Source: an optimization exercise on an open RTL-to-GDS flow (aim: small area and a short achievable clock period). Production flows keep margins and buffers that such runs may drop. No run shown here included a check of the RTL's function; only the layout flow was run.

==> flow/design.v, too long to show whole: its modules and the start of the top module <==
// module sig_multiplier: 1251 lines
// module fa_cell: 4 lines
// module ha_cell: 4 lines
// module norm_round: 95 lines
// module exp_exc_pack: 66 lines
// module fp_mul_top: 42 lines
module fp_mul_top
(
  input  logic        clk,
  input  logic        reset,
  input  logic [2:0]  r_mode,  
  input  logic [31:0] fp_x,
  input  logic [31:0] fp_y,
  output logic [31:0] fp_z,
  output logic        ovrf,
  output logic        udrf
);
  // ...
==> flow/flow/run.sh <==
#!/bin/bash
# Layout flow: the standard flow (standard.sh) with two changes:
#  - synthesis maps the design's fa_cell/ha_cell modules straight to the
#    library's full/half adder cells before flattening (ORFS's synth.tcl with
#    one techmap added after its hierarchy check), and skips Yosys's
#    extract_fa, so the rest of the adders are left to abc;
#  - the port buffers are buf_2 cells instead of the default delay buffers.
set -euo pipefail
here=$(pwd)

sed -e 's#^hierarchy -check -top \$::env(DESIGN_NAME)$#&\ntechmap -map '"$here"'/flow/adder_cells.v#' \
    -e 's#^  extract_fa {\*}\[dont_use_extract_fa_args\]$#  \# extract_fa skipped#' \
  "$FLOW_HOME/scripts/synth.tcl" > "$here/synth_adders.tcl"
grep -q adder_cells.v "$here/synth_adders.tcl"
grep -q "extract_fa skipped" "$here/synth_adders.tcl"
sed 's#source \$::env(SCRIPTS_DIR)/synth.tcl#source '"$here"'/synth_adders.tcl#' \
  "$here/synth_recipe.tcl" > "$here/synth_recipe_adders.tcl"
grep -q synth_adders.tcl "$here/synth_recipe_adders.tcl"
# extra make variables, from flow/extra_vars.txt if present (one NAME=value per line)
extra=""
if [[ -f "$here/flow/extra_vars.txt" ]]; then
  extra=$(grep -E '^[A-Z_]+=[^ ]+$' "$here/flow/extra_vars.txt" | tr '\n' ' ')
fi
sed -e 's#SYNTH_SCRIPT=[^ ]*#SYNTH_SCRIPT='"$here"'/synth_recipe_adders.tcl#' \
    -e 's#"\${@:-finish}"#'"$extra"'"${@:-finish}"#' \
  "$here/standard.sh" > "$here/standard_adders.sh"
grep -q synth_recipe_adders.tcl "$here/standard_adders.sh"

port_buffer=sky130_fd_sc_hd__buf_2
export BUFFER_PORTS_ARGS="-buffer_cell $port_buffer"
bash "$here/standard_adders.sh" > "$here/flow.log" 2>&1
==> flow/flow/adder_cells.v <==
// maps the design's fa_cell and ha_cell modules to the library adder cells
module fa_cell (input a, input b, input ci, output s, output co);
  sky130_fd_sc_hd__fa_1 _TECHMAP_REPLACE_ (.A(a), .B(b), .CIN(ci), .SUM(s), .COUT(co));
endmodule

module ha_cell (input a, input b, output s, output co);
  sky130_fd_sc_hd__ha_1 _TECHMAP_REPLACE_ (.A(a), .B(b), .SUM(s), .COUT(co));
endmodule
==> flow/standard.sh <==
#!/bin/bash
# synth_recipe.tcl (not shown) runs the flow's synth.tcl, then flattens the netlist and writes it again
# the make line also repeats each setting of config.mk as NAME=value (left out here)
make -C /OpenROAD-flow-scripts/flow DESIGN_CONFIG=/design/flow/config.mk WORK_HOME=/design/flow/orfs CLKGATE_MAP_FILE= SYNTH_SCRIPT=/design/flow/synth_recipe.tcl "${@:-finish}"
==> flow/config.mk <==
export PLATFORM = sky130hd
export DESIGN_NAME = fp_mul_top
export DESIGN_NICKNAME = fp_mul_top
export VERILOG_FILES = /design/flow/design.v
export SDC_FILE = /design/flow/constraint.sdc
export NUM_CORES = 4
export LEC_CHECK = 0
export ABC_AREA = 1
export CAP_MARGIN = 20
export CORE_MARGIN = 2
export CORE_UTILIZATION = 40
export SETUP_SLACK_MARGIN = 5
export SLEW_MARGIN = 20
==> flow/constraint.sdc <==
create_clock -name core_clock -period 14.5 [get_ports {clk}]
set_input_delay 2.9000 -clock core_clock [delete_from_list [all_inputs] [get_ports {clk}]]
set_output_delay 2.9000 -clock core_clock [all_outputs]
set_load 0.01 [all_outputs]
==> impl_metrics.json, run 1 <==
{
  "synth_top_family_by_area": "adder cells",
  "core_sq_um": 42900,
  "initial_core_util_pct": 40.4,
  "seq_area_share_pct": 3.64,
  "cp-endpoint": "exp_exc_pack_inst.fp_z[20]$_SDFF_PP0_",
  "cts_root_buf": "clkbuf_16",
  "worstHoldStart": "reset",
  "area_dominant_class": "multi-input gates",
  "die_area_sq_um": 45000,
  "layout.nonclk_buf_share_pct": 4.85,
  "cts_tree": "yes",
  "crit_start": "fp_x[7]",
  "min-delay-path-class": "primary input to flop",
  "largest_register": "exp_exc_pack_inst.fp_z",
  "cp_num_buf_inv": 6,
  "synth_cell_types": 58,
  "reg.largest.list": "exp_exc_pack_inst.fp_z (32), exp_exc_pack_inst.ovrf (1), exp_exc_pack_inst.udrf (1)",
  "seqCellArea_sq_um": 681,
  "drv_slew": 0,
  "synthAdderAreaFrac_pct": 31.8,
  "end_kind": "flop",
  "h-tree-depth": 2,
  "fp-row-count": 76,
  "drt-total-wl_um": 58100,
  "synth.area.mux_share_pct": 0.0578,
  "multi_input_area_share_pct": 82.2,
  "final_layout_size_suffix_gt1_share_pct": 14.0,
  "met3WireLength_um": 4920,
  "slew_headroom_pct": 26.7,
  "nets": 2737,
  "die_h_um": 212,
  "ys_top_cells_by_area": "fa_1, xor2_1, nand2_1",
  "ctsResizeCount": 23,
  "synthXorXnorAreaFrac_pct": 15.2,
  "antenna_cells": 0,
  "grt_pass1_vias": 16382,
  "vias": 16842,
  "mostFrequentLayoutCell": "nand2_1",
  "status": "timing/DRC/antenna clean",
  "grt_max_degree": 31,
  "crit_path_frequent_cell": "nand2_4",
  "synthCells": 2376
}
==> inputs of run 2 (changes only) <==
--- a/flow/flow/run.sh
+++ b/flow/flow/run.sh
@@ -1,10 +1,12 @@
 #!/bin/bash
-# Layout flow: the standard flow (standard.sh) with two changes:
+# Layout flow: the standard flow (standard.sh) with these changes:
 #  - synthesis maps the design's fa_cell/ha_cell modules straight to the
 #    library's full/half adder cells before flattening (ORFS's synth.tcl with
 #    one techmap added after its hierarchy check), and skips Yosys's
 #    extract_fa, so the rest of the adders are left to abc;
-#  - the port buffers are buf_2 cells instead of the default delay buffers.
+#  - abc maps with flow/abc.script, when the version has one;
+#  - the port buffers are buf_2 cells instead of the default delay buffers;
+#  - make variables from flow/extra_vars.txt, when the version has one.
 set -euo pipefail
 here=$(pwd)
 
@@ -13,6 +15,10 @@
   "$FLOW_HOME/scripts/synth.tcl" > "$here/synth_adders.tcl"
 grep -q adder_cells.v "$here/synth_adders.tcl"
 grep -q "extract_fa skipped" "$here/synth_adders.tcl"
+if [[ -f "$here/flow/abc.script" ]]; then
+  sed -i 's#^  log_cmd abc {\*}\$abc_args$#  log_cmd abc {*}[lreplace $abc_args 1 1 '"$here"'/flow/abc.script]#' "$here/synth_adders.tcl"
+  grep -q "flow/abc.script" "$here/synth_adders.tcl"
+fi
 sed 's#source \$::env(SCRIPTS_DIR)/synth.tcl#source '"$here"'/synth_adders.tcl#' \
   "$here/synth_recipe.tcl" > "$here/synth_recipe_adders.tcl"
 grep -q synth_adders.tcl "$here/synth_recipe_adders.tcl"
==> flow/flow/abc.script (new file) <==
strash
dch
map -D 5500 -B 0.9
topo
stime -c
buffer -c
upsize -c
dnsize -c
==> run 2 against run 1 <==
Against the previous run:
- worst hold slack improved by 0.0021 ns
- synthesized area is 5.1% lower
- global-route usage rose by 0.72 points
- worst setup slack got worse by 0.14 ns
- sequential share of layout area is 0.18 points lower
- flip-flop and latch count unchanged
- critical endpoint is now exp_exc_pack_inst.fp_z[21]$_SDFF_PP0_
==> impl_metrics.json, run 2 <==
{
  "largest_register_ffs": 32,
  "overflow": 0,
  "synth_top_family_by_area": "adder cells",
  "wl_met2_um": 27700,
  "met3WireLength_um": 6500,
  "layout_min_cycle_time_ns": 9.24,
  "postSynthAreaPerCell_sq_um": 7.57,
  "clock.fmax_ghz": 0.108,
  "routed.top_layer": "met5",
  "wl_met1_um": 25100,
  "initial_core_util_pct": 40.4,
  "worst_hold_path.endpoint": "exp_exc_pack_inst.fp_z[31]$_SDFF_PP0_",
  "period_share_pct": 63.7,
  "core_sq_um": 40600,
  "whs_path_depth": 2,
  "antenna_found_initial": 0,
  "yosys.area_share.simple_pct": 17.6,
  "drt_iter0_drc": 1777,
  "firstDrtPassIters": 6,
  "synth_most_common_cell": "nand2_1",
  "grt_pass1_vias": 15556,
  "ys_seq_area_share_pct": 4.14,
  "antenna_cells": 0,
  "clock_sinks": 34,
  "cp_data_required_time_ns": 14.66,
  "async_reset_ff_share_pct": 0,
  "top_level_ports": 103,
  "area_delta_synth_final_pct": 19.7,
  "largest_register": "exp_exc_pack_inst.fp_z",
  "fin_setup_tns_ns": 0,
  "reg.largest.list": "exp_exc_pack_inst.fp_z (32), exp_exc_pack_inst.ovrf (1), exp_exc_pack_inst.udrf (1)",
  "fp-row-count": 74,
  "mostFrequentLayoutCell": "nand2_1",
  "hpwl_um": 40400,
  "avgRoutedWirePerCell_um": 21.9,
  "cts_buffer_depth": 2,
  "synth_top_area_share_pct": 31.2,
  "vias": 16710,
  "die_w_um": 207,
  "synthAdderAreaFrac_pct": 33.5,
  "grt_pass1_wl_um": 87600,
  "drcViolationCount": 0,
  "status": "timing/DRC/antenna clean",
  "synth_compound_area_share_pct": 18.3,
  "drt-total-wl_um": 61800,
  "synthCells": 2171,
  "min-delay-path-class": "primary input to flop",
  "slew_headroom_pct": 32.6,
  "crit_arrival_ns": 9.40,
  "synth.area.mux_share_pct": 0.0609,
  "rsz0062_at_grt": "yes",
  "grtUsageTotal_pct": 26.2,
  "hold_viol": 0,
  "h-tree-depth": 2,
  "synth_edf_count": 0,
  "cts.reportedPaths.clkPinSlew_ns": 0.05,
  "ys_top_cells_by_area": "fa_1, xor2_1, o22ai_1",
  "max_stage_delay_ns": 0.62,
  "final_layout_size_suffix_gt1_share_pct": 21.2,
  "synthXorXnorAreaFrac_pct": 18.1,
  "placed_cell_area_sq_um": 17200,
  "holdWs_ns": 2.84,
  "cts_root_buf": "clkbuf_16",
  "stdcell_count": 2817,
  "crit_path_start_kind": "primary input",
  "ys.flop_type": "dfxtp_1",
  "yosysTopAreaCell": "fa_1",
  "cts_tree": "yes",
  "synth_common_cells": "nand2_1, xor2_1, o22ai_1, fa_1, inv_1",
  "drv_slew": 0,
  "synth_cell_types": 60,
  "yosysWarnings": 7,
  "cap_violations": 0,
  "slowest_stage": "fa_1",
  "nets": 2639,
  "ys_ff_latch": 34,
  "syn_area_sq_um": 16400,
  "worstHoldStart": "reset",
  "setup_viol": 0,
  "hold_buffers": 0,
  "dp.cells": 2688,
  "cp_max_fo": 25,
  "final_cell_mix": "nand2_1, xor2_1, o22ai_1, fa_1, inv_1",
  "gp_congestion": 0.945,
  "worst_slew_pin_slew_ns": 1.00,
  "die_area_sq_um": 42700,
  "io_buffers": 102,
  "grt_max_degree": 34,
  "final_area_sq_um": 19700,
  "die_h_um": 207,
  "cts_buffers": 5,
  "critical_path_class": "primary input to flop",
  "vias_per_cell": 5.93,
  "ant_nets": 0,
  "crit_start": "fp_x[7]",
  "end_kind": "flop"
}
[run 2: area by class of cell]
cell class / instances / area, sq um
Clock inverter: 1 / 5.00
Tap cell: 532 / 666
Clock buffer: 7 / 143
Sequential cell: 34 / 681
Multi-Input combinational cell: 1799 / 15300
Timing Repair inverter: 8 / 48.8
Inverter: 202 / 833
Fill cell: 3949 / 21000
Timing Repair Buffer: 234 / 1950
[run 2: logic make-up after synthesis]
logic type,Yosys count
AOI/OAI and AO/OA,490
xor gates and xnor gates,339
adders and majority gates,287
buffers and inverters,350
DFF,34
muxes,1
other,2
and+or+nand+nor,668
[run 2: stage by stage]
stage,util [%],setup slack (ns)
after floorplan,-,5.50
after global routing,48.4,4.92
after CTS,43.6,5.01
final,48.4,5.26
after global placement,42.4,3.71
after detailed placement,42.4,3.62
[run 2: per-layer routing]
metal | vias to the layer above | global-route usage, %
met3 | 190 | 4.65
met5 | - | 0
li1 | 7415 | -
met2 | 1043 | 41.4
met4 | 2 | 8.01
met1 | 8060 | 36.6
[run 2: timing repair]
action | in CTS | in global routing
gates cloned | 3 | 29
resized for setup | 64 | 209
setup buffers | 5 | 84
endpoints found under the setup margin | 33 | 33
pin swaps | 3 | 62
endpoints found under the hold margin | 0 | 0
[run 2: worst max-delay path by stage]
stage | endpoint | slack (ns) | cells past startpoint
after floorplan | exp_exc_pack_inst.fp_z[21]$_SDFF_PP0_ | 5.50 | 38
after global placement | exp_exc_pack_inst.fp_z[2]$_SDFF_PP0_ | 3.71 | 38
after detailed placement | exp_exc_pack_inst.fp_z[2]$_SDFF_PP0_ | 3.62 | 38
after CTS | exp_exc_pack_inst.fp_z[18]$_SDFF_PP0_ | 5.01 | 32
after global routing | exp_exc_pack_inst.fp_z[20]$_SDFF_PP0_ | 4.92 | 35
final | exp_exc_pack_inst.fp_z[21]$_SDFF_PP0_ | 5.26 | 34
[run 2: worst max-delay path: cells and delay by family]
kind	cells	cell delay (ns)
xor+xnor	3	0.54
compound gates	7	1.32
fa+ha+maj	5	2.55
buf+inv	6	0.80
simple gates	13	1.25
==> inputs of run 3 (changes only) <==
--- a/flow/config.mk
+++ b/flow/config.mk
@@ -8,6 +8,6 @@
 export ABC_AREA = 1
 export CAP_MARGIN = 20
 export CORE_MARGIN = 2
-export CORE_UTILIZATION = 40
+export CORE_UTILIZATION = 60
 export SETUP_SLACK_MARGIN = 5
 export SLEW_MARGIN = 20
removed: flow/flow/abc.script
==> run 3 against run 2 <==
Against the previous run:
- non-clock buffer count fell by 105
- largest cell class unchanged
- global-route usage rose by 12 points
- maximum frequency fell by 0.26%
- critical path depth fell by 4
- sequential share of layout area rose by 0.25 points
- die area fell by 29%
- core utilization rose by 16 points
- synthesized area rose by 5.4%
- flip-flop and latch count did not move
- synthesized cell count rose by 9.4%
- first-iteration DRC count rose by 14%
==> impl_metrics.json, run 3 <==
{
  "status": "timing/DRC/antenna clean",
  "setup_viol": 0,
  "path_delay_family": "simple AND/OR/NAND/NOR gates",
  "crit_arrival_ns": 9.42,
  "drv_slew": 0,
  "fp-row-count": 62,
  "hold_viol": 0,
  "postSynthAreaPerCell_sq_um": 7.29,
  "cp_data_required_time_ns": 14.66,
  "cts.reportedPaths.clkPinSlew_ns": 0.06,
  "synth_top_area_share_pct": 29.6,
  "crit_path_start_kind": "primary input",
  "ys.flop_type": "dfxtp_1",
  "placed_cell_area_sq_um": 17900,
  "fin_setup_tns_ns": 0,
  "syn_area_sq_um": 17300,
  "synthCells": 2376,
  "largest_register": "exp_exc_pack_inst.fp_z",
  "vias": 17423,
  "hold_buffers": 0,
  "grt_pass1_vias": 17165,
  "area_delta_synth_final_pct": 5.93,
  "clock_sinks": 34,
  "grtUsageTotal_pct": 38.2,
  "synth_cell_types": 58,
  "cp_max_fo": 29,
  "slew_headroom_pct": 21.5,
  "die_w_um": 174,
  "crit_path_frequent_cell": "nand2_1",
  "clock.fmax_ghz": 0.108,
  "cts_buffer_depth": 2,
  "synth_most_common_cell": "nand2_1",
  "ys_top_cells_by_area": "fa_1, xor2_1, nand2_1",
  "cts_root_buf": "clkbuf_16",
  "critical_path_class": "primary input to flop",
  "hpwl_um": 42200,
  "firstDrtPassIters": 6,
  "ys_ff_latch": 34,
  "initial_core_util_pct": 60.6,
  "cp_num_buf_inv": 4,
  "grt_max_degree": 31,
  "final_layout_size_suffix_gt1_share_pct": 13.5,
  "die_h_um": 174,
  "reg.largest.list": "exp_exc_pack_inst.fp_z (32), exp_exc_pack_inst.ovrf (1), exp_exc_pack_inst.udrf (1)",
  "ys_seq_area_share_pct": 3.93,
  "yosysTopAreaCell": "fa_1",
  "io_buffers": 102,
  "slowest_stage": "fa_1",
  "final_area_sq_um": 18300,
  "antenna_found_initial": 1,
  "vias_per_cell": 6.32,
  "grt_pass1_wl_um": 91700,
  "max_stage_delay_ns": 0.55,
  "cts_buffers": 5,
  "top_level_ports": 103,
  "rsz0062_at_grt": "yes",
  "cts_tree": "yes",
  "overflow": 0,
  "cap_violations": 0,
  "period_share_pct": 63.9,
  "synth_edf_count": 0,
  "async_reset_ff_share_pct": 0,
  "ant_nets": 0,
  "largest_register_ffs": 32,
  "layout_min_cycle_time_ns": 9.26,
  "gp_congestion": 0.951,
  "nets": 2725,
  "drt_iter0_drc": 2032,
  "worst_slew_pin_slew_ns": 1.17,
  "h-tree-depth": 2,
  "drcViolationCount": 0,
  "avgRoutedWirePerCell_um": 21.2,
  "mostFrequentLayoutCell": "nand2_1",
  "drt-total-wl_um": 58400,
  "min-delay-path-class": "primary input to flop",
  "die_area_sq_um": 30200,
  "core_sq_um": 28500,
  "final_cell_mix": "nand2_1, xor2_1, o22ai_1",
  "synth_common_cells": "nand2_1, xor2_1, o22ai_1, fa_1, inv_1",
  "end_kind": "flop",
  "yosysWarnings": 7
}
[run 3: cell count changes after synthesis, sizes merged, moves of 12 or more]
cell,before,now
o21ai,113,83
inv,201,220
xnor2,26,10
or2,17,29
xor2,313,289
nand2,395,584
nand3,36,102
buf,57,70
clkbuf,91,76
nand4,11,37
nor2,177,164
[run 3: metrics by stage]
step | hold slack [ns] | cells | util (%) | worst slack (ns)
after floorplan | 2.97 | 2377 | - | 5.84
after global routing | 2.87 | 2755 | 64.2 | 4.99
final | 2.86 | 2756 | 64.2 | 5.24
after detailed placement | 3.15 | 2740 | 62.6 | 4.25
after CTS | 2.86 | 2748 | 63.3 | 5.01
after global placement | 3.15 | 2740 | 62.6 | 4.34
[run 3: area by class of cell]
type,instances,area [sq um]
fillers,2624,10200
inverters,224,857
clock inverters,1,5.00
repair buffers,129,817
multi-input cells,1974,15300
clock buffers,7,143
well taps,384,480
repair inverters,2,10.0
flip-flops and latches,34,681
diodes,1,2.50
[run 3: layer usage]
layer	up-vias	global-route usage [%]	part of all wire [%]
li1	7803	-	-
met1	8295	50.9	40
met2	1138	63.0	45
met3	187	7.41	11
met4	0	12.3	3.9
met5	-	0	0
[run 3: kinds of logic after synthesis]
logic type | after synthesis | synth area share (%)
compound gates | 445 | 15.9
other cells | 2 | 0.0434
buf+inv | 370 | 8.46
fa+ha+maj | 286 | 31.8
simple gates | 939 | 24.6
flops | 34 | 3.93
mux | 1 | 0.0578
xor+xnor | 299 | 15.2
[run 3: what timing repair did]
item	in CTS	in global routing
setup buffers	0	4
cloned	0	3
resized for setup	22	46
setup endpoints to repair	33	33
pin swaps	0	2
hold endpoints to repair	0	0
[run 3: final timing paths]
| path | start | slack [ns] | cells after the start | to |
|---|---|---|---|---|
| worst max-delay path | fp_x[7] | 5.24 | 30 | exp_exc_pack_inst.fp_z[16]$_SDFF_PP0_ |
| worst min-delay path | reset | 2.86 | 2 | exp_exc_pack_inst.ovrf$_SDFF_PP0_ |

[re-timing with driven ports]
The results above use ideal ports. As a check the final layouts listed here were re-extracted and re-timed, cells and wires unchanged.
Step 1: set_driving_cell puts a clkbuf_16 on clk and a buf_2 on each other input, an assumption about the parent block.
Step 2 moves the port delays by t, midway between the first and last clock arrival at a register: inputs arrive t later, outputs are due t later. That takes back most of the time a late clock gives input paths.
Slacks: ideal / step 1 / step 2; pairs: ideal / step 1.
run | shift t [ns] | setup slack, ns | worst register clock-pin slew, ns | worst data-port slew with drivers (ns) | pins driven straight from the clock port
run 1 | 0.306 | 5.404 / 5.410 / 5.104 | 0.06 / 0.06 | 0.08 | 1
run 2 | 0.311 | 5.262 / 5.270 / 4.959 | 0.05 / 0.05 | 0.16 | 1
run 3 | 0.311 | 5.237 / 5.250 / 4.938 | 0.06 / 0.06 | 0.05 | 1
After both steps every run listed still meets setup and hold. For run 2, which loses most, drivers alone change the setup slack by +0.008 ns; drivers and shift together by -0.303 ns.
